Source: an optimization exercise on an open RTL-to-GDS flow (aim: small area and a short achievable clock period). Production flows keep margins and buffers that such runs may drop.
In this exercise RTL edits were held to simulation tests only and were not proved equivalent to the original.

==> wip/garnet: inputs <==
==> flow/design.v (excerpt) <==
module axis_fir_lowpass (
        input  logic               s00_axis_aclk,
        input  logic               rst_n,
        input  logic               s00_axis_tvalid,
        input  fir_pkg::bus_word_t s00_axis_tdata,
        input  logic               s00_axis_tlast,
        output logic               s00_axis_tready,
        input  logic               m00_axis_tready,
        output logic               m00_axis_tvalid,
        output fir_pkg::bus_word_t m00_axis_tdata,
        output logic               m00_axis_tlast
);
        fir_pkg::sample_t sample;
        fir_pkg::res_t    result;
        logic    result_last;
        logic    accept;
        assign sample = s00_axis_tdata[63 -: 32];
        fir_tap_chain i_fir_tap_chain (
                .s00_axis_aclk (s00_axis_aclk),
                .rst_n         (rst_n),
                .accept        (accept),
                .sample        (sample),
                .sample_last   (s00_axis_tlast),
                .result        (result),
                .result_last   (result_last)
        );
        fir_out_stage i_fir_out_stage (
                .s00_axis_aclk   (s00_axis_aclk),
                .rst_n           (rst_n),
                .in_valid        (s00_axis_tvalid),
                .result          (result),
                .result_last     (result_last),
                .m00_axis_tready (m00_axis_tready),
                .in_ready        (s00_axis_tready),
                .accept          (accept),
                .m00_axis_tvalid (m00_axis_tvalid),
                .m00_axis_tdata  (m00_axis_tdata),
                .m00_axis_tlast  (m00_axis_tlast)
        );
endmodule
Settings: LEC_CHECK=0, ABC_CLOCK_PERIOD_IN_PS=1500, CAP_MARGIN=20, CORE_MARGIN=2, CORE_UTILIZATION=80, SLEW_MARGIN=20, SYNTH_HIERARCHICAL=1; clock period 10.5 ns.
standard.sh (not shown) runs the stock make flow with config.mk's settings and CLKGATE_MAP_FILE= SYNTH_SCRIPT=/design/flow/synth_recipe.tcl, a recipe that flattens the netlist after the stock synthesis.
==> flow/flow/run.sh <==
#!/bin/bash
set -euo pipefail
bash standard.sh SETUP_SLACK_MARGIN=5.7 "BUFFER_PORTS_ARGS=-buffer_cell sky130_fd_sc_hd__buf_1" finish > standard.log 2>&1
==> inputs of wip/zinc, as changes to wip/garnet <==
==> flow/flow/run.sh (replaced) <==
#!/bin/bash
set -euo pipefail
bash standard.sh SETUP_SLACK_MARGIN=6.0 "BUFFER_PORTS_ARGS=-buffer_cell sky130_fd_sc_hd__buf_1" finish > standard.log 2>&1
--- a/flow/config.mk
+++ b/flow/config.mk
@@ -8,6 +8,6 @@
 export ABC_CLOCK_PERIOD_IN_PS = 1500
 export CAP_MARGIN = 20
 export CORE_MARGIN = 2
-export CORE_UTILIZATION = 80
+export CORE_UTILIZATION = 70
 export SLEW_MARGIN = 20
 export SYNTH_HIERARCHICAL = 1
==> summary.txt <==
Hold slack: wip/garnet is worse than wip/zinc (0.0053 ns).
Between wip/garnet and wip/zinc, the lower sequential share of layout area is in wip/zinc (gap 0.68 points).
In wip/zinc the clock-buffer cell count is higher than in wip/garnet, by 8.
Core utilization: wip/garnet is higher than wip/zinc (9.0 points).
Against wip/garnet, the routed wire length of wip/zinc is smaller by about 10%.
Against wip/zinc, the global-route usage of wip/garnet is higher by 8.1 points.
Via count: wip/garnet is larger than wip/zinc (4.8%).
==> figures <==
| metric | wip/zinc | wip/garnet |
|---|---|---|
| R2R depth | 19 | 20 |
| Status | complete, no violations | complete, no violations |
| GR Layer Usage met3 | 3.99% | 5.69% |
| Register share of the cell area | 31.4% | 32.0% |
| Clock latency at the later pin of the worst-skew pair | 0.62 ns | 0.63 ns |
| Global placer's final weighted congestion | 0.880 | 0.920 |
| Combined area of the multi-input logic cells | 0.0251 mm² | 0.0247 mm² |
| Floorplan core area | 0.0564 mm² | 0.0492 mm² |
| Total Die Area | 0.0590 mm² | 0.0517 mm² |
| Well tap count | 756 | 664 |
| Smallest hold slack | 0.456 ns | 0.451 ns |
| Clock buffer count | 89 | 81 |
| Met2 routed wirelength | 46.6 mm | 50.4 mm |

==> trial 2 <==
Another version of the RTL of axis_fir_lowpass (not shown whole).
export LEC_CHECK = 0
export ABC_CLOCK_PERIOD_IN_PS = 1500
export CAP_MARGIN = 20
export CORE_MARGIN = 2
export CORE_UTILIZATION = 70
export SLEW_MARGIN = 20
export SYNTH_HIERARCHICAL = 1
create_clock -name core_clock -period 10.5 [get_ports {s00_axis_aclk}]
==> flow/flow/run.sh <==
#!/bin/bash
set -euo pipefail
bash standard.sh SETUP_SLACK_MARGIN=5.7 "BUFFER_PORTS_ARGS=-buffer_cell sky130_fd_sc_hd__buf_1" finish > standard.log 2>&1
==> inputs of trial 69, as changes to trial 2 <==
Settings changed: TNS_END_PERCENT set to 0.
==> inputs of build 52, as changes to trial 2 <==
Settings changed: CTS_BUF_LIST set to sky130_fd_sc_hd__clkbuf_4 sky130_fd_sc_hd__clkbuf_8.
==> impl_metrics.env <==
export IMPL_area_share_sequential_pct=32.42
export IMPL_outcome="finished clean"
export IMPL_nonClkBufAreaFrac_pct=1.265
export IMPL_top_library_cells_by_usage_in_the_layout_fill_and_taps_aside="sky130_fd_sc_hd__fa_1, sky130_fd_sc_hd__mux2_2, sky130_fd_sc_hd__dfrtp_1, sky130_fd_sc_hd__inv_1, sky130_fd_sc_hd__ha_1"
export IMPL_final_util_pct=76.24
export IMPL_layout_clock_buffers=83
# the run above: trial 69

==> impl_metrics.env <==
export IMPL_fp_coreArea_mm2=0.05606
export IMPL_top_library_cells_by_usage_in_the_layout_fill_and_taps_aside="sky130_fd_sc_hd__fa_1, sky130_fd_sc_hd__mux2_2, sky130_fd_sc_hd__dfrtp_1, sky130_fd_sc_hd__inv_1, sky130_fd_sc_hd__ha_1"
export IMPL_nonClkBufAreaFrac_pct=1.232
export IMPL_num_antenna_cells=2
export IMPL_outcome="finished clean"
export IMPL_area_share_sequential_pct=32.34
export IMPL_clockRootBuffer="sky130_fd_sc_hd__clkbuf_8"
export IMPL_drt_pre_antenna_iters=5
export IMPL_final_util_pct=76.45
export IMPL_worstHoldEndpoint="i_fir_out_stage.word[1]"
# the run above: build 52

==> impl_metrics.env <==
export IMPL_layout_clock_buffers=91
export IMPL_final_util_pct=76.30
export IMPL_layout_worst_path_cycle_share_pct=45.31
export IMPL_hold_worst_slack_ps=452.7
export IMPL_nonClkBufAreaFrac_pct=1.243
export IMPL_multi_input_gate_share_of_total_cell_area_pct=56.28
export IMPL_outcome="finished clean"
# the run above: trial 2


==> v25 <==
Starting RTL as in the previous note.
export LEC_CHECK = 0
export ABC_CLOCK_PERIOD_IN_PS = 1500
export CAP_MARGIN = 0
export CORE_MARGIN = 2
export CORE_UTILIZATION = 70
export SLEW_MARGIN = 0
export SYNTH_HIERARCHICAL = 1
export TNS_END_PERCENT = 0
create_clock -name core_clock -period 10.5 [get_ports {s00_axis_aclk}]
Scripts as last shown in full above: flow/flow/run.sh
==> v10 (differences from v25) <==
==> flow/flow/run.sh (replaced) <==
#!/bin/bash
set -euo pipefail
bash standard.sh SETUP_SLACK_MARGIN=5.8 "BUFFER_PORTS_ARGS=-buffer_cell sky130_fd_sc_hd__buf_1" finish > standard.log 2>&1
- CAP_MARGIN: 0 -> 20
- CORE_UTILIZATION: 70 -> 75
- SLEW_MARGIN: 0 -> 20
- TNS_END_PERCENT: 0 -> unset
==> comparison table <==
metric	v25	v10
Run status	timing/DRC/antenna clean	timing/DRC/antenna clean
Routed len/inst	21.5 um	22.9 um
Horiz. Die Dim	242 um	234 um
Fin cells	3617	3553
Worst endpoint data arrival time	5.12 ns	5.04 ns
Number of global-route vias before repair	24242	24862
Global Route met1 Usage	0.346	0.382
Clk_skew	0.0247 ns	0.0238 ns
Crit share post-route	0.453	0.447
Total Wirelength	77800 um	81200 um
Register-to-register path setup slack	5.89 ns	5.88 ns
Routed length on met1	28200 um	28400 um
Iteration-0 DRC count of the detailed router	1185	1062
Vias per Instance	5.81	6.01
Num CTS Buffers	58	57
Met3 usage in global routing	0.0352	0.0427
Relative area of non-clock buffer cells in the final design	0.0126	0.0135
Non-CTS buffers	114	120
Fraction of area in multi-input gates	0.563	0.562
Instance count on the critical path	12	11
Endpoint of the worst setup timing path	i_fir_out_stage.word[37]	i_fir_out_stage.word[42]
Relative max-transition margin	0.273	0.301
Launch point of the critical path	s00_axis_tdata[44]	s00_axis_tdata[42]

afterwards: timing with drivers on the ports:
No port has a modelled driver above. Below, the same layouts with a new extraction and two added sets of constraints. Step 1 assumes that a clkbuf_16 drives the clock port and a buf_2 every other input. Step 2 also shifts input and output timing later by t, the mid clock arrival at the registers, as if the neighbouring blocks saw the same clock. a / b / c = no drivers / after step 1 / after step 2; a / b = the first two.
run	t (ns)	setup slack, ns	worst hold slack (ns)	worst register clock-pin slew, ns	cell pins on the clock port's net
wip/garnet	0.679	5.659 / 5.659 / 5.166	0.451 / 0.451 / 0.451	0.07 / 0.07	1
wip/zinc	0.675	5.700 / 5.700 / 5.243	0.456 / 0.456 / 0.456	0.06 / 0.06	1
trial 2	0.679	5.742 / 5.740 / 5.060	0.453 / 0.453 / 0.453	0.06 / 0.06	1
trial 69	0.680	5.740 / 5.741 / 5.061	0.459 / 0.459 / 0.459	0.06 / 0.06	1
build 52	0.733	5.763 / 5.755 / 5.022	0.452 / 0.452 / 0.452	0.07 / 0.07	1
v25	0.680	5.740 / 5.741 / 5.061	0.459 / 0.459 / 0.459	0.06 / 0.06	1
v10	0.663	5.803 / 5.816 / 5.153	0.451 / 0.451 / 0.451	0.07 / 0.07	1
After both steps every run listed still meets setup and hold. For build 52, which loses most, drivers alone change the setup slack by -0.008 ns; drivers and shift together by -0.741 ns.
